Source: an optimization exercise on an open RTL-to-GDS flow (aim: small area). Production flows keep margins and buffers that such runs may drop. In this exercise RTL edits were held to simulation tests only and were not proved equivalent to the original. No activity file was given, so power comes from the tool's default toggle rates.

Design invaders_top, start of the top module:
module invaders_top #(
    parameter int ALIEN_COLS = 6,
    parameter int ALIEN_ROWS = 3
) (
    input  wire logic        clk,
    input  wire logic        reset,
    input  wire logic        frame_tick,
    input  wire logic        fire,
    input  wire logic        left,
    input  wire logic        right,
    input  wire logic        wb_cyc,
    input  wire logic        wb_stb,
    input  wire logic        wb_we,
    input  wire logic [2:0]  wb_adr,
    input  wire logic [31:0] wb_dat_w,
    output logic [31:0]      wb_dat_r,
    output logic             wb_ack
);
Size: about 960 cells after synthesis, roughly 150 flip-flops, ~0.0080 mm^2 of cells after synthesis.
clock: 8.0 ns
lec_check: 0
cap_margin: 0
core_margin: 2
core_utilization: 85
cts_buf_list: sky130_fd_sc_hd__clkbuf_8
cts_cluster_size: 40
slew_margin: 0
standard.sh (not shown) runs the stock make flow with config.mk's settings and CLKGATE_MAP_FILE= SYNTH_SCRIPT=/design/flow/synth_recipe.tcl, a recipe that flattens the netlist after the stock synthesis.
==> flow/flow/run.sh <==
#!/bin/bash
# Standard ORFS layout, with two changes:
#  * abc maps the logic for area (flow/abc.script) instead of ORFS's
#    delay-driven script, and adders are left to abc rather than mapped to
#    adder cells first; registers are mapped exactly as in the standard
#    synthesis, since only the combinational mapping changes;
#  * ports are buffered with the smallest buffer.
# Each tool's output goes to the ORFS logs under orfs/logs and to flow_*.log here.
set -euo pipefail
HERE=$PWD
rm -rf "$HERE/scripts_mod"
cp -r "$FLOW_HOME/scripts" "$HERE/scripts_mod"
cp "$HERE/flow/abc.script" "$HERE/scripts_mod/abc_speed.script"
bash standard.sh SCRIPTS_DIR="$HERE/scripts_mod" \
    ADDER_MAP_FILE= \
    BUFFER_PORTS_ARGS="-buffer_cell sky130_fd_sc_hd__buf_1" \
    finish > "$HERE/flow_standard.log" 2>&1
==> flow/flow/abc.script <==
&get -n
&st
&deepsyn -T 30
&put
dch -f
amap -F 4 -A 8
The starting point did not get past global placement without I/O (GPL-0301).
Change:
- CORE_UTILIZATION: 85 -> 60
- The new run produced a clean layout
- synthesized area grows by 0.53%
- synthesized cell count climbs by 1.9%
Change:
- CAP_MARGIN: 0 -> 20
- CORE_UTILIZATION: 60 -> 75
- SLEW_MARGIN: 0 -> 20
=> The changed run went through all stages and came out clean; final area went down by 0.94%; area after synthesis is unchanged; synthesized cell count does not change; global-route usage went up by 9.0 points; flip-flop and latch count does not change; worst setup slack degrades by 0.20 ns; wire length went up by about 6%.
Change:
- CAP_MARGIN: 20 -> 0
- SLEW_MARGIN: 20 -> 0
=> Core utilization came out higher by 0.29 points; fmax came out lower by 0.96%; die area came out lower by 0.51%.


Starting RTL as in the previous note.
Settings: LEC_CHECK=0, CAP_MARGIN=0, CORE_MARGIN=2, CORE_UTILIZATION=75, CTS_BUF_LIST=sky130_fd_sc_hd__clkbuf_8, CTS_CLUSTER_SIZE=40, SLEW_MARGIN=0; clock period 8.0 ns.
==> flow/flow/run.sh <==
#!/bin/bash
set -euo pipefail
HERE=$PWD
rm -rf "$HERE/scripts_mod"
cp -r "$FLOW_HOME/scripts" "$HERE/scripts_mod"
cp "$HERE/flow/abc.script" "$HERE/scripts_mod/abc_speed.script"
bash standard.sh SCRIPTS_DIR="$HERE/scripts_mod" \
    ADDER_MAP_FILE= \
    SKIP_REPAIR_TIE_FANOUT=1 \
    BUFFER_PORTS_ARGS="-buffer_cell sky130_fd_sc_hd__buf_1" \
    finish > "$HERE/flow_standard.log" 2>&1
Scripts as last shown in full above: flow/flow/abc.script
The baseline completed without violations.
Then changed:
--- a/flow/flow/run.sh
+++ b/flow/flow/run.sh
@@ -1,0 +2,7 @@
+# Standard ORFS layout, with two changes:
+#  * abc maps the logic for area (flow/abc.script) instead of ORFS's
+#    delay-driven script, and adders are left to abc rather than mapped to
+#    adder cells first; registers are mapped exactly as in the standard
+#    synthesis, since only the combinational mapping changes;
+#  * ports are buffered with the smallest buffer.
+# Each tool's output goes to the ORFS logs under orfs/logs and to flow_*.log here.
@@ -9 +15,0 @@
-    SKIP_REPAIR_TIE_FANOUT=1 \
CAP_MARGIN = 20   (was 0)
CORE_UTILIZATION = 60   (was 75)
SLEW_MARGIN = 20   (was 0)
What happened: Sequential power barely changes; cell count climbs by about 4.6%; core utilization drops by 17 points; fmax climbs by about 10%.
Then changed:
==> flow/flow/run.sh (replaced) <==
#!/bin/bash
set -euo pipefail
HERE=$PWD
rm -rf "$HERE/scripts_mod"
cp -r "$FLOW_HOME/scripts" "$HERE/scripts_mod"
cp "$HERE/flow/abc.script" "$HERE/scripts_mod/abc_speed.script"
bash standard.sh SCRIPTS_DIR="$HERE/scripts_mod" \
    ADDER_MAP_FILE= \
    BUFFER_PORTS_ARGS="-buffer_cell sky130_fd_sc_hd__buf_1" \
    finish > "$HERE/flow_standard.log" 2>&1
CAP_MARGIN = 0   (was 20)
CORE_UTILIZATION = 75   (was 60)
SLEW_MARGIN = 0   (was 20)
Via count went up by 6.5%; final area went down by 1.3%; utilization went up by 17 points.
Then changed:
--- a/flow/flow/run.sh
+++ b/flow/flow/run.sh
@@ -1,0 +2,7 @@
+# Standard ORFS layout, with two changes:
+#  * abc maps the logic for area (flow/abc.script) instead of ORFS's
+#    delay-driven script, and adders are left to abc rather than mapped to
+#    adder cells first; registers are mapped exactly as in the standard
+#    synthesis, since only the combinational mapping changes;
+#  * ports are buffered with the smallest buffer.
+# Each tool's output goes to the ORFS logs under orfs/logs and to flow_*.log here.
==> flow/flow/abc.script (replaced) <==
&get -n
&st
&deepsyn -T 60
&dch -f
&nf -p -R 1000 -F 8 -A 8 -C 32
&put
CAP_MARGIN = 20   (was 0)
CORE_UTILIZATION = 60   (was 75)
SLEW_MARGIN = 20   (was 0)
Result: Via count is lower by 8.6%. Power is lower by 5.6%. Setup slack got worse by 390 ps. Die area is higher by 25%. Clock power is higher by 10%. Non-clock buffer count is higher by 1. Synthesized area is higher by 1.1%. Sequential power stays flat. Combinational power is lower by 20%. Critical path depth is lower by 5. Fmax is lower by 7.5%.
Then changed:
==> flow/flow/abc.script (replaced) <==
&get -n
&st
&deepsyn -T 30
&put
dch -f
amap -F 4 -A 8
CAP_MARGIN = 0   (was 20)
CORE_UTILIZATION = 75   (was 60)
GPL_TIMING_DRIVEN = 0   (was unset)
SLEW_MARGIN = 0   (was 20)
Effect: Core utilization increases by 18 points; hold slack gets worse by 13 ps; final cell count rose by about 5%; synthesized area falls by about 1%; via count came out higher by 8.2%; clock skew barely changes; register-to-register slack improved by 330 ps; worst setup slack is better by 330 ps; maximum frequency rises by 6.6%; synthesized cell count is higher by about 9%; design area stays flat.
Then changed:
==> flow/flow/run.sh (replaced) <==
#!/bin/bash
set -euo pipefail
HERE=$PWD
rm -rf "$HERE/scripts_mod"
cp -r "$FLOW_HOME/scripts" "$HERE/scripts_mod"
cp "$HERE/flow/abc.script" "$HERE/scripts_mod/abc_speed.script"
bash standard.sh SCRIPTS_DIR="$HERE/scripts_mod" \
    ADDER_MAP_FILE= \
    SKIP_REPAIR_TIE_FANOUT=1 \
    BUFFER_PORTS_ARGS="-buffer_cell sky130_fd_sc_hd__buf_1" \
    finish > "$HERE/flow_standard.log" 2>&1
GPL_TIMING_DRIVEN = unset   (was 0)
Outcome: Maximum frequency drops by a few percent; power climbs slightly; utilization drops by 1.7 points; worst setup slack loses 190 ps; die area is unchanged; first-iteration DRC count climbs by well over a third.

==> static timing again, ports no longer ideal <==
The flow's constraints put no driver on any port. The routed layouts listed below were extracted and timed again, unchanged, in two steps. Step 1 (the two cells are an assumption about what drives the block):
set clk [get_ports {clk}]
set_driving_cell -lib_cell sky130_fd_sc_hd__clkbuf_16 $clk
set_driving_cell -lib_cell sky130_fd_sc_hd__buf_2 [delete_from_list [all_inputs] $clk]
Step 2 adds t to the input delays and takes it off the output delays; t is the mean of the earliest and latest rising clock arrival at the registers after step 1. Input paths then give back, and output paths get back, about the clock's delay inside the block. a / b / c = ideal / step 1 / step 2; a / b = the first two.
| run | t, ns | setup slack, ns | latest minus earliest clock arrival (ns) | worst slew at a driven data input, ns | pins driven straight from the clock port |
|---|---|---|---|---|---|
| the second run of note 1 | 0.508 | 3.349 / 3.349 / 3.349 | 0.014 / 0.015 | 0.03 | 1 |
| the third run of note 1 | 0.497 | 3.144 / 3.144 / 3.144 | 0.017 / 0.016 | 0.03 | 1 |
| the fourth run of note 1 | 0.506 | 3.098 / 3.098 / 3.034 | 0.011 / 0.012 | 0.03 | 1 |
| the first run of note 2 | 0.514 | 2.865 / 2.865 / 2.865 | 0.011 / 0.012 | 0.04 | 1 |
| the second run of note 2 | 0.508 | 3.346 / 3.346 / 3.346 | 0.014 / 0.014 | 0.03 | 1 |
| the third run of note 2 | 0.493 | 3.124 / 3.124 / 3.124 | 0.018 / 0.018 | 0.03 | 1 |
| the fourth run of note 2 | 0.490 | 2.730 / 2.730 / 2.730 | 0.011 / 0.011 | 0.03 | 1 |
| the fifth run of note 2 | 0.483 | 3.056 / 3.056 / 3.056 | 0.014 / 0.014 | 0.03 | 1 |
| the sixth run of note 2 | 0.514 | 2.865 / 2.865 / 2.865 | 0.011 / 0.012 | 0.04 | 1 |
After both steps setup and hold are still met in every run listed. For the fourth run of note 1, which loses most, drivers alone change the setup slack by 0.000 ns; drivers and shift together by -0.064 ns.
